What follows belongs to an exercise in optimizing a design on an open flow for small area, a short achievable clock period and few clock cycles per item; a production flow would make more cautious choices. Only simulation tests tie the RTL to the original design; equivalence was not proved.

## yarrow
Design piecewise_cosine_curve_eval, start of the top module:
module piecewise_cosine_curve_eval
#(
  parameter int MAX_KNOTS  = 8,
  parameter int PHASE_BITS = 10
) (
  input  logic               clk_i,
  input  logic               rst_ni,
  input  logic               in_valid_i,
  output logic               in_stall_o,
  input  logic               kind_i,
  input  logic [2:0]         knot_index_i,
  input  logic signed [15:0] knot_x_i,
  input  logic signed [15:0] knot_y_i,
  input  logic signed [15:0] query_x_i,
  output logic               out_valid_o,
  input  logic               out_stall_i,
  output logic signed [15:0] height_o,
  output logic               in_segment_o,
  input  logic               psel,
  input  logic               penable,
  input  logic               pwrite,
  input  logic [2:0]         paddr,
  input  logic [31:0]        pwdata,
  output logic [31:0]        prdata,
  output logic               pready
);
  localparam int DSTG = 5;   
  logic [3:0]  knot_count_q;
  logic [15:0] base_height_q;
  logic [31:0] prdata_q;
  assign pready = 1'b1;
  always_ff @(posedge clk_i or negedge rst_ni) begin
    if (!rst_ni) begin
      knot_count_q  <= '0;
      base_height_q <= '0;
    end else if (psel && penable && pwrite) begin
      if (paddr[2]) base_height_q <= pwdata[15:0];
      else          knot_count_q  <= pwdata[3:0];
    end
  end
  always_ff @(posedge clk_i) begin
    prdata_q <= paddr[2] ? {{16{base_height_q[15]}}, base_height_q} : {28'd0, knot_count_q};
  end
  assign prdata = prdata_q;
  logic         freeze_q;
  logic         adv;
  logic         take;
  logic [127:0] knx;
  logic [127:0] ky;
  logic         go_q;
  assign in_stall_o = !go_q;
  assign adv        = !freeze_q;
  assign take       = in_valid_i && adv;
  pcc_ram u_ram (
    .clk_i   (clk_i),
    .rst_ni  (rst_ni),
    .adv_i   (adv),
    .we_i    (in_valid_i && !kind_i),
    .waddr_i (knot_index_i),
    .wx_i    (knot_x_i),
    .wy_i    (knot_y_i),
    .nx_o    (knx),
    .y_o     (ky)
  );
  logic        v0_q;
  logic [15:0] q0_q;
  always_ff @(posedge clk_i or negedge rst_ni) begin
    if (!rst_ni)  v0_q <= 1'b0;
    else if (adv) v0_q <= take && kind_i;
  end
  always_ff @(posedge clk_i) begin
    if (adv) q0_q <= query_x_i;
  end
  logic [16:0] sm [8];
  logic [7:0] gt;
  logic [7:0] eq;
  logic [7:0] ge;
  logic [7:0] le;
  logic [6:0] hit;
  ...
Size in the first run: ~5,400 cells after synthesis, ~940 flip-flops, about 61,000 um^2 of cells after synthesis.
Settings: LEC_CHECK=0, CAP_MARGIN=50, CORE_MARGIN=2, CORE_UTILIZATION=65, CTS_CLUSTER_DIAMETER=140, CTS_CLUSTER_SIZE=26, PLACE_DENSITY=0.75, SLEW_MARGIN=70, SYNTH_MEMORY_MAX_BITS=16384; clock period 13.0 ns.
run.sh (not shown) runs the stock make flow with config.mk's settings and CLKGATE_MAP_FILE= SYNTH_SCRIPT=/design/flow/synth_recipe.tcl, a recipe that flattens the netlist after the stock synthesis.
Testbench counts of yarrow, summed over its fixed seeds: cycles 2,328, items 1,920.
Here is what was changed in the inputs of pepper compared with yarrow.
Settings: swapping 65 for 40 in CORE_UTILIZATION; swapping 140 for 120 in CTS_CLUSTER_DIAMETER; swapping 26 for 22 in CTS_CLUSTER_SIZE; clearing PLACE_DENSITY, which used to be 0.75.
Notes after the runs:
In the metrics for pepper and yarrow, the one carrying the higher clock period minus worst slack is pepper. When pepper is measured against yarrow, its critical path depth turns out 1 lower. Re fmax: pepper and yarrow aren't equal, and the lower value belongs to pepper. Number of antenna violations at the first check in global routing, pepper and yarrow, higher one = pepper. Run comparison: pepper endpoint of the most critical setup path ofs2_q[14]$_DFFE_PN_; yarrow endpoint of the most critical setup path nw2_q[14]$_DFFE_PN_. STATUS wire length: pepper wins against yarrow.
Input changes introduced in juniper (baseline for comparison: pepper):
Settings: setting PLACE_DENSITY to 0.65 for the first time; changing CTS_CLUSTER_DIAMETER from 120 to 140; changing CTS_CLUSTER_SIZE from 22 to 26; changing CORE_UTILIZATION from 40 to 50.
==> comparison <==
juniper finished every stage and its layout cleared the timing, design-rule and antenna checks. Launching instance or port of the critical path = first1_q[2]$_DFFE_PN_: juniper; launching instance or port of the critical path = first1_q[0]$_DFFE_PN_: pepper. Post-synthesis to final-layout area growth for juniper is lower than for pepper. Fraction of final layout cells with drive strength greater than 1 essentially unchanged between juniper and pepper.
Modified inputs, cedar compared to juniper
Settings: PLACE_DENSITY: 0.65 -> 0.7; CORE_UTILIZATION: 50 -> 55.
Notes after the runs:
- On wire length of the first global-routing pass, cedar tracks juniper almost exactly.
- Compared juniper against cedar; maximum frequency within noise.
- Summary of cedar over juniper: routed length on met2 +about 1.7%, final non-filler cell area -about 0.4%, count of clock-net buffers in the final layout +about 16%.
- In cedar the final cell count turned out 2.0% lower than in juniper.
- Delta (cedar minus juniper): final hold slack rose 0.012 ns; non-clock buffer share of cell area closely matched the old numbers.


== wip/amber ==
Starting RTL as in the previous note.
clock: 13.0 ns
lec_check: 0
cap_margin: 50
core_margin: 2
core_utilization: 60
cts_cluster_diameter: 120
cts_cluster_size: 22
place_density: 0.7
slew_margin: 70
synth_memory_max_bits: 16384
Testbench counts of wip/amber, summed over its fixed seeds: cycles 2,328, items 1,920.
Here is what was changed in the inputs of wip/harbor compared with wip/amber.
Settings: CORE_UTILIZATION changed from 60 to 55; CTS_CLUSTER_SIZE changed from 22 to 26; CAP_MARGIN changed from 50 to 40; CTS_CLUSTER_DIAMETER changed from 120 to 140; SLEW_MARGIN changed from 70 to 60.
- From wip/amber to wip/harbor the numbers moved as follows: synthesis-to-layout area growth went down by 1.5 points, final instance area went down by 890 sq um, die area went up by 9.0%.
- The maximum clock frequency reported for wip/harbor is smaller than that of wip/amber by 0.0016 GHz.
The following lists how wip/violet was set up differently from wip/harbor:
Settings: PLACE_DENSITY now 0.75, was 0.7; SLEW_MARGIN now 80, was 60; CORE_UTILIZATION now 65, was 55; CAP_MARGIN now 60, was 40.
Notes after the runs:
wip/violet finished every step from synthesis to the final layout, and the layout passed the timing, design-rule and antenna checks.
Cmp wip/violet vs wip/harbor: final cell count without fillers higher in wip/violet
Compared with wip/harbor, wip/violet shows post-route standard cell area excluding fillers that has gone up by a little under 10%.
Compared to wip/harbor, wip/violet shows a narrower setup margin.
Compared with wip/harbor, wip/violet shows number of placement rows that has gone down by a little under 10%.
first1_q[0] as the launching element of the worst setup path was reported by wip/violet, and prdata_q[15] by wip/harbor.
Taking wip/harbor as the reference point, the worst slack after detailed placement of wip/violet falls by 0.79 ns.
wip/violet vs. wip/harbor: number of vias after detailed routing saw an increase.

==> static timing again, ports no longer ideal <==
How much do the figures lean on ideal ports? The routed layouts below were timed once more, with nothing changed but the port constraints.
Step 1 assumes that a clkbuf_16 drives the clock port and a buf_2 every other input.
Step 2 times the ports against the registers' clock, not the clock port: input delays grow and output delays shrink by t, the midpoint of the rising clock arrivals with the driver on.
Three values: ideal ports, drivers, drivers and shift; two values: the first two.
run	t, ns	setup WS [ns]	worst setup path after step 2
yarrow	0.716	8.581 / 8.564 / 8.581	register to register
pepper	0.758	8.531 / 8.531 / 8.531	register to register
juniper	0.728	8.651 / 8.584 / 8.647	input to register
cedar	0.726	8.649 / 8.574 / 8.685	input to register
wip/amber	0.731	8.466 / 8.466 / 8.466	register to register
wip/harbor	0.732	8.434 / 8.361 / 8.499	register to register
wip/violet	0.726	7.713 / 7.713 / 7.713	register to register
After both steps every run listed still meets setup and hold. The setup slack of juniper, which loses most, moves by -0.067 ns with the drivers and by -0.004 ns with both steps.
